Background: an optimization exercise with open tools, aiming at small area, a short achievable clock period and few clock cycles. Do not read the settings as production practice.
The RTL was checked by simulation tests, not by an equivalence proof against the original design.

==> flow/config.mk <==
export PLATFORM = sky130hd
export DESIGN_NAME = alu_muldiv
export DESIGN_NICKNAME = alu_muldiv
export VERILOG_FILES = /design/flow/design.v
export SDC_FILE = /design/flow/constraint.sdc
export NUM_CORES = 4
export LEC_CHECK = 0
export CAP_MARGIN = 20
export CORE_MARGIN = 2
export CORE_UTILIZATION = 40
export SLEW_MARGIN = 20
==> flow/constraint.sdc <==
create_clock -name core_clock -period 12.0 [get_ports {clk}]
set_input_delay 2.4000 -clock core_clock [delete_from_list [all_inputs] [get_ports {clk}]]
set_output_delay 2.4000 -clock core_clock [all_outputs]
set_load 0.01 [all_outputs]
==> flow/design.v <==
package alu_pkg;
  localparam int unsigned OP_W = 5;
  typedef enum logic [OP_W-1:0] {
    ALU_ADD    = 5'b00000,
    ALU_SUB    = 5'b00001,
    ALU_AND    = 5'b00010,
    ALU_OR     = 5'b00011,
    ALU_XOR    = 5'b00100,
    ALU_SLT    = 5'b00101,
    ALU_SLTU   = 5'b00110,
    ALU_SLL    = 5'b00111,
    ALU_SRL    = 5'b01000,
    ALU_SRA    = 5'b01011,
    ALU_LUI    = 5'b01111,
    ALU_MUL    = 5'b10000,
    ALU_MULH   = 5'b10001,
    ALU_MULHSU = 5'b10010,
    ALU_MULHU  = 5'b10011,
    ALU_DIV    = 5'b10100,
    ALU_DIVU   = 5'b10101,
    ALU_REM    = 5'b10110,
    ALU_REMU   = 5'b10111
  } alu_op_e;
  typedef enum logic [1:0] {
    IDLE = 2'd0,
    MUL  = 2'd1,
    DIV  = 2'd2
  } alu_state_e;
  function automatic logic is_mext(input logic [OP_W-1:0] op);
    is_mext = op[4:3] == 2'b10;
  endfunction
  function automatic logic is_div(input logic [OP_W-1:0] op);
    is_div = op[4:2] == 3'b101;
  endfunction
endpackage
module div_unit #(
  parameter int unsigned LEN = 32
) (
  input  logic           clk,
  input  logic           rst_n,
  input  logic           flush,
  input  logic           start,
  input  logic           sgn,
  input  logic [LEN-1:0] op1,
  input  logic [LEN-1:0] op2,
  output logic           busy,
  output logic           done_c,
  output logic [LEN-1:0] quot_c,
  output logic [LEN-1:0] rem_c
);
  localparam int unsigned CW = $clog2(LEN) + 1;
  logic [CW-1:0]  cnt;
  logic [LEN-1:0] dvd;
  logic [LEN-1:0] rem_r;
  logic [LEN-1:0] dvs;
  logic           q_neg;
  logic           r_neg;
  logic [LEN:0]   part_c;
  logic           lt_c;
  logic [LEN-1:0] q_next_c;
  logic [LEN-1:0] r_next_c;
  always_comb begin
    part_c   = {rem_r, dvd[LEN-1]};
    lt_c     = part_c < {1'b0, dvs};
    r_next_c = lt_c ? part_c[LEN-1:0] : LEN'(part_c - {1'b0, dvs});
    q_next_c = {dvd[LEN-2:0], ~lt_c};
    quot_c   = q_neg ? (~q_next_c + LEN'(1)) : q_next_c;
    rem_c    = r_neg ? (~r_next_c + LEN'(1)) : r_next_c;
    done_c   = busy & (cnt == CW'(1));
  end
  always_ff @(posedge clk or negedge rst_n) begin
    if (!rst_n) begin
      busy  <= 1'b0;
      cnt   <= '0;
      dvd   <= '0;
      rem_r <= '0;
      dvs   <= '0;
      q_neg <= 1'b0;
      r_neg <= 1'b0;
    end else if (flush) begin
      busy <= 1'b0;
      cnt  <= '0;
    end else if (start) begin
      busy  <= 1'b1;
      cnt   <= CW'(LEN);
      dvd   <= (sgn & op1[LEN-1]) ? (~op1 + LEN'(1)) : op1;
      dvs   <= (sgn & op2[LEN-1]) ? (~op2 + LEN'(1)) : op2;
      rem_r <= '0;
      q_neg <= sgn & (op1[LEN-1] ^ op2[LEN-1]);
      r_neg <= sgn & op1[LEN-1];
    end else if (busy) begin
      dvd   <= q_next_c;
      rem_r <= r_next_c;
      cnt   <= cnt - CW'(1);
      if (cnt == CW'(1)) busy <= 1'b0;
    end
  end
endmodule
module alu_muldiv #(
  parameter int unsigned LEN = 32
) (
  input  logic            clk,
  input  logic            rst_n,
  input  logic            flush,
  input  logic            req_valid,
  output logic            req_ready,
  input  logic [alu_pkg::OP_W-1:0] alu_ctrl,
  input  logic [LEN-1:0]  aluop1,
  input  logic [LEN-1:0]  aluop2,
  output logic            resp_valid,
  output logic [LEN-1:0]  aluout,
  output logic            zero
);
  localparam int unsigned SHAMT_W = $clog2(LEN);
  localparam int unsigned PW      = 2 * LEN;
  localparam logic [LEN-1:0] INT_MIN = {1'b1, {(LEN-1){1'b0}}};
  alu_pkg::alu_state_e      state;
  logic [PW-1:0]   prod;
  logic            mul_hi;
  logic            div_rem;
  logic [SHAMT_W-1:0] shamt_c;
  logic [LEN-1:0]  base_c;
  logic [PW-1:0]   ma_c, mb_c, prod_c;
  logic            accept_c, mul_op_c, div_op_c, div_zero_c, div_ovf_c, div_slow_c;
  logic [LEN-1:0]  spec_c;
  logic            load_c;
  logic [LEN-1:0]  load_val_c;
  logic            div_busy, div_done_c;
  logic [LEN-1:0]  div_quot_c, div_rem_c;
  always_comb begin
    shamt_c = aluop2[SHAMT_W-1:0];
    base_c  = '0;
    case (alu_ctrl)
      alu_pkg::ALU_ADD:  base_c = aluop1 + aluop2;
      alu_pkg::ALU_SUB:  base_c = aluop1 - aluop2;
      alu_pkg::ALU_AND:  base_c = aluop1 & aluop2;
      alu_pkg::ALU_OR:   base_c = aluop1 | aluop2;
      alu_pkg::ALU_XOR:  base_c = aluop1 ^ aluop2;
      alu_pkg::ALU_SLT:  base_c = LEN'($signed(aluop1) < $signed(aluop2));
      alu_pkg::ALU_SLTU: base_c = LEN'(aluop1 < aluop2);
      alu_pkg::ALU_SLL:  base_c = aluop1 << shamt_c;
      alu_pkg::ALU_SRL:  base_c = aluop1 >> shamt_c;
      alu_pkg::ALU_SRA:  base_c = LEN'($signed(aluop1) >>> shamt_c);
      alu_pkg::ALU_LUI:  base_c = aluop2;
      default:  base_c = '0;
    endcase
  end
  always_comb begin
    accept_c   = req_valid & req_ready & ~flush;
    div_op_c   = alu_pkg::is_div(alu_ctrl);
    mul_op_c   = alu_pkg::is_mext(alu_ctrl) & ~div_op_c;
    div_zero_c = aluop2 == '0;
    div_ovf_c  = ~alu_ctrl[0] & (aluop1 == INT_MIN) & (aluop2 == '1);
    div_slow_c = div_op_c & ~div_zero_c & ~div_ovf_c;
    if (div_zero_c) spec_c = alu_ctrl[1] ? aluop1 : '1;
    else            spec_c = alu_ctrl[1] ? '0 : aluop1;
    ma_c   = {{LEN{(alu_ctrl[1:0] != 2'b11) & aluop1[LEN-1]}}, aluop1};
    mb_c   = {{LEN{(alu_ctrl[1:0] == 2'b01) & aluop2[LEN-1]}}, aluop2};
    prod_c = ma_c * mb_c;
  end
  always_comb begin
    load_c     = 1'b0;
    load_val_c = '0;
    if (!flush) begin
      case (state)
        alu_pkg::IDLE: begin
          if (accept_c && !mul_op_c && !div_slow_c) begin
            load_c     = 1'b1;
            load_val_c = div_op_c ? spec_c : base_c;
          end
        end
        alu_pkg::MUL: begin
          load_c     = 1'b1;
          load_val_c = mul_hi ? prod[PW-1:LEN] : prod[LEN-1:0];
        end
        alu_pkg::DIV: begin
          if (div_done_c) begin
            load_c     = 1'b1;
            load_val_c = div_rem ? div_rem_c : div_quot_c;
          end
        end
        default: ;
      endcase
    end
  end
  div_unit #(.LEN(LEN)) u_div (
    .clk    (clk),
    .rst_n  (rst_n),
    .flush  (flush),
    .start  (accept_c & div_slow_c),
    .sgn    (~alu_ctrl[0]),
    .op1    (aluop1),
    .op2    (aluop2),
    .busy   (div_busy),
    .done_c (div_done_c),
    .quot_c (div_quot_c),
    .rem_c  (div_rem_c)
  );
  always_ff @(posedge clk or negedge rst_n) begin
    if (!rst_n) begin
      state      <= alu_pkg::IDLE;
      req_ready  <= 1'b1;
      resp_valid <= 1'b0;
      aluout     <= '0;
      zero       <= 1'b1;
      prod       <= '0;
      mul_hi     <= 1'b0;
      div_rem    <= 1'b0;
    end else begin
      resp_valid <= load_c;
      if (load_c) begin
        aluout <= load_val_c;
        zero   <= load_val_c == '0;
      end
      if (flush) begin
        state     <= alu_pkg::IDLE;
        req_ready <= 1'b1;
      end else begin
        case (state)
          alu_pkg::IDLE: begin
            if (accept_c && mul_op_c) begin
              state     <= alu_pkg::MUL;
              req_ready <= 1'b0;
              prod      <= prod_c;
              mul_hi    <= alu_ctrl[1:0] != 2'b00;
            end else if (accept_c && div_slow_c) begin
              state     <= alu_pkg::DIV;
              req_ready <= 1'b0;
              div_rem   <= alu_ctrl[1];
            end
          end
          alu_pkg::MUL: begin
            state     <= alu_pkg::IDLE;
            req_ready <= 1'b1;
          end
          alu_pkg::DIV: begin
            if (div_done_c || !div_busy) begin
              state     <= alu_pkg::IDLE;
              req_ready <= 1'b1;
            end
          end
          default: begin
            state     <= alu_pkg::IDLE;
            req_ready <= 1'b1;
          end
        endcase
      end
    end
  end
endmodule
==> flow/run.sh <==
#!/bin/bash
# synth_recipe.tcl (not shown) runs the flow's synth.tcl, then flattens the netlist and writes it again
# the make line also repeats each setting of config.mk as NAME=value (left out here)
make -C /OpenROAD-flow-scripts/flow DESIGN_CONFIG=/design/flow/config.mk WORK_HOME=/design/flow/orfs CLKGATE_MAP_FILE= SYNTH_SCRIPT=/design/flow/synth_recipe.tcl finish
==> notes.md <==
final timing paths:
check	cells past startpoint	slack, ns	end	startpoint
worst min register to register	2	0.47	prod[33]	prod[33]
worst max-delay path	33	0.62	prod[50]	aluop2[6]
min in group asynchronous	1	1.84	prod[9]	rst_n
worst max register to register	21	4.32	zero	u_div.rem_r[9]
worst min-delay path	2	0.47	prod[33]	prod[33]
max in group asynchronous	2	8.78	prod[29]	rst_n
cells in the mapped netlist, types with 16 or more instances:
library cell | count | area share (%)
a31oi_1 | 67 | 0.69
a21o_1 | 75 | 0.92
clkbuf_1 | 313 | 1.9
clkinv_1 | 20 | 0.12
and2_1 | 33 | 0.34
or4_1 | 18 | 0.22
a211o_1 | 21 | 0.30
o21a_1 | 22 | 0.27
nand2_1 | 1165 | 7.1
o211ai_1 | 58 | 0.71
or3_1 | 40 | 0.41
a211oi_1 | 76 | 0.93
fa_1 | 1128 | 37
o21ai_0 | 300 | 2.5
buf_1 | 134 | 0.82
o22ai_1 | 33 | 0.34
and3_1 | 32 | 0.33
nand3_1 | 66 | 0.54
nor2_1 | 645 | 4.0
mux2i_1 | 97 | 1.6
nand4_1 | 38 | 0.39
mux2_2 | 64 | 1.2
o31ai_1 | 51 | 0.63
nor3_1 | 93 | 0.76
nor4_1 | 43 | 0.44
inv_1 | 1328 | 8.1
xnor2_1 | 137 | 2.0
a22oi_1 | 20 | 0.25
a221oi_1 | 31 | 0.44
a21oi_1 | 246 | 2.0
o21bai_1 | 16 | 0.20
ha_1 | 348 | 7.1
mux4_2 | 28 | 1.0
dfrtp_1 | 206 | 8.4
o41ai_1 | 20 | 0.29
xor2_1 | 73 | 1.0
nor2b_1 | 19 | 0.19
nand2b_1 | 46 | 0.47
layer usage:
layer	global-route usage, %	share of wire (%)	routed length [um]	up-vias
met4	22.1	8.0	22400	20
met5	0	0.048	134	-
li1	-	-	-	23600
met2	53.7	43	121000	3494
met3	8.68	11	30600	888
met1	46.4	38	107000	28700
metrics by stage:
stage	hold slack, ns	setup WS [ns]	cells
finish	0.468	0.620	9446
global route	0.496	0.508	9435
CTS	0.474	0.843	9435
detailed placement	0.461	0.261	9390
global placement	0.450	0.227	9390
floorplan	0.438	0.164	7439
area by class of cell:
cell class                 count  area (sq um)  area share, %
multi-input combinational   5414         49200           74.7
clock buffer                  33           748           1.14
timing repair buffer         379          2910           4.42
antenna                       11          27.5         0.0418
inverter                    1359          5100           7.74
clock inverter                12           144          0.218
sequential                   208          5210           7.91
tap                         2030          2540           3.86
cells by family after synthesis:
family | Yosys count | share of synthesized area, %
AO/OA/AOI/OAI | 1235 | 13.4
XOR/XNOR | 210 | 3.01
adder cells (fa/ha/maj) | 1477 | 44.0
buffers and inverters | 1817 | 11.2
flip-flops | 208 | 8.51
multiplexers | 189 | 3.80
AND/OR/NAND/NOR | 2303 | 16.1
critical path: cells and delay by family:
| family | cells | cell delay (ns) |
|---|---|---|
| fa+ha+maj | 10 | 3.92 |
| compound gates | 9 | 2.67 |
| simple gates | 4 | 0.73 |
| buf+inv | 10 | 2.08 |
sequential cells by signal (all words and copies together), names as in the netlist, 2 cells and up:
name / count
aluout: 32
u_div.dvs: 32
prod: 64
u_div.dvd: 32
u_div.cnt: 6
u_div.rem_r: 32
state: 2
==> results.py <==
metrics = {
    "timing": {
        "fin_crit_sh_pct": 94.8,
        "max_slew_margin_pct": 13.6,
        "fin_skew_ns": 0.0269,
        "final_max_slew_viol_count": 0,
        "tns_ns": 0,
        "hold_violations": 0,
        "rsz0062_at_grt": "no",
        "worstMarginPinSlew_ns": 1.28,
        "setup_viol": 0,
        "timing.final.crit_period_ns": 11.38,
        "fmax_mhz": 87.9,
    },
    "route": {
        "vias": 56700,
        "via_per_inst": 6.00,
        "drc_errors": 0,
        "wl_per_cell_um": 29.7,
        "ant_nets": 0,
        "drtIter0Drc": 6847,
        "wirelength_mm": 280,
        "drt_pass1_iterations": 7,
    },
    "grt": {
        "track_usage_pct": 35.7,
        "grt_pass1_vias": 56800,
        "grt_pass1_wl_mm": 405,
        "globalRouteOverflowTotal": 0,
        "grt_antenna_before_repair": 30,
        "grt_max_degree": 130,
    },
    "setup_path": {
        "cp.required_ns": 12.48,
        "slowest_stage": "buf_2",
        "worst_setup_path_start_kind": "input port",
        "path_max_fanout": 15,
        "slowest_delay_ns": 0.59,
        "cpMostUsedCell": "fa_1",
        "crit_path_end_kind": "flop",
        "path_class": "in -> reg",
        "cp.arrival_ns": 11.86,
    },
    "clock_tree": {
        "ctsHtreeMaxLevel": 1,
        "cts_root_buffer": "clkbuf_16",
        "cts_tree": "built",
        "cts_setup_buffers": 0,
        "clk_path_buf_depth": 3,
        "cts_sinks": 208,
        "cts_hold_buf": 0,
        "numCtsBuffers": 27,
        "cts_resized": 0,
        "cts.clk_slew.worst_paths_ns": 0.06,
        "insertion_delay_ns": 0.59,
    },
    "synthesis": {
        "synthFlopType": "dfrtp_1",
        "synth_edf_count": 0,
        "ys_warn_count": 2,
        "yosysSeqAreaShare_pct": 8.51,
        "synthesis.area_sq_um": 61200,
        "ys_types": 92,
        "synth_seq_cells": 208,
        "async_flop_share_pct": 100,
        "synthCells": 7439,
        "postSynthAreaPerCell_sq_um": 8.22,
        "synth_nets": 8988,
    },
    "place": {
        "place_hpwl_mm": 223,
        "port_buffers": 107,
        "gp_congestion": 1.09,
        "placed_cell_area_sq_um": 65000,
    },
    "floorplan": {
        "num_io_pins": 108,
        "design.die.area_sq_um": 156000,
        "core-area_sq_um": 152000,
        "dieHeight_um": 395,
        "initial_utilization_pct": 40.3,
        "rows": 143,
        "die_x_um": 395,
    },
    "job": {
        "max_cap_viol_count": 0,
    },
    "layout": {
        "design_area_sq_um": 65900,
        "nNetsFinal": 8938,
        "nFillCells": 15300,
        "syn2layout_area_growth_pct": 7.69,
        "mostFrequentLayoutCell": "inv_1",
        "layout_common_cells": "inv_1, nand2_1, fa_1",
        "post-route-util_pct": 43.4,
        "drive_gt1_share_pct": 7.09,
    },
    "run_status": {
        "outcome": "timing/DRC/antenna clean",
    },
    "worst_hold_path": {
        "hold_class": "reg -> reg",
    },
}
Testbench counts, summed over its fixed seeds: cycles 82,949.

==> static timing again, ports no longer ideal <==
The flow's constraints put no driver on any port. The routed layout listed below was extracted and timed again, unchanged, in two steps. Step 1: set_driving_cell puts a clkbuf_16 on clk and a buf_2 on each other input, an assumption about the parent block. Step 2 times the ports against the registers' clock, not the clock port: input delays grow and output delays shrink by t, the midpoint of the rising clock arrivals with the driver on. Slacks: no drivers / after step 1 / after step 2; pairs: no drivers / after step 1.
t, ns: 0.634
setup slack, ns: 0.620 / 0.639 / 0.005
worst register clock-pin slew, ns: 0.07 / 0.07
After both steps setup and hold are still met in this run. For this run, drivers alone change the setup slack by +0.019 ns; drivers and shift together by -0.615 ns.
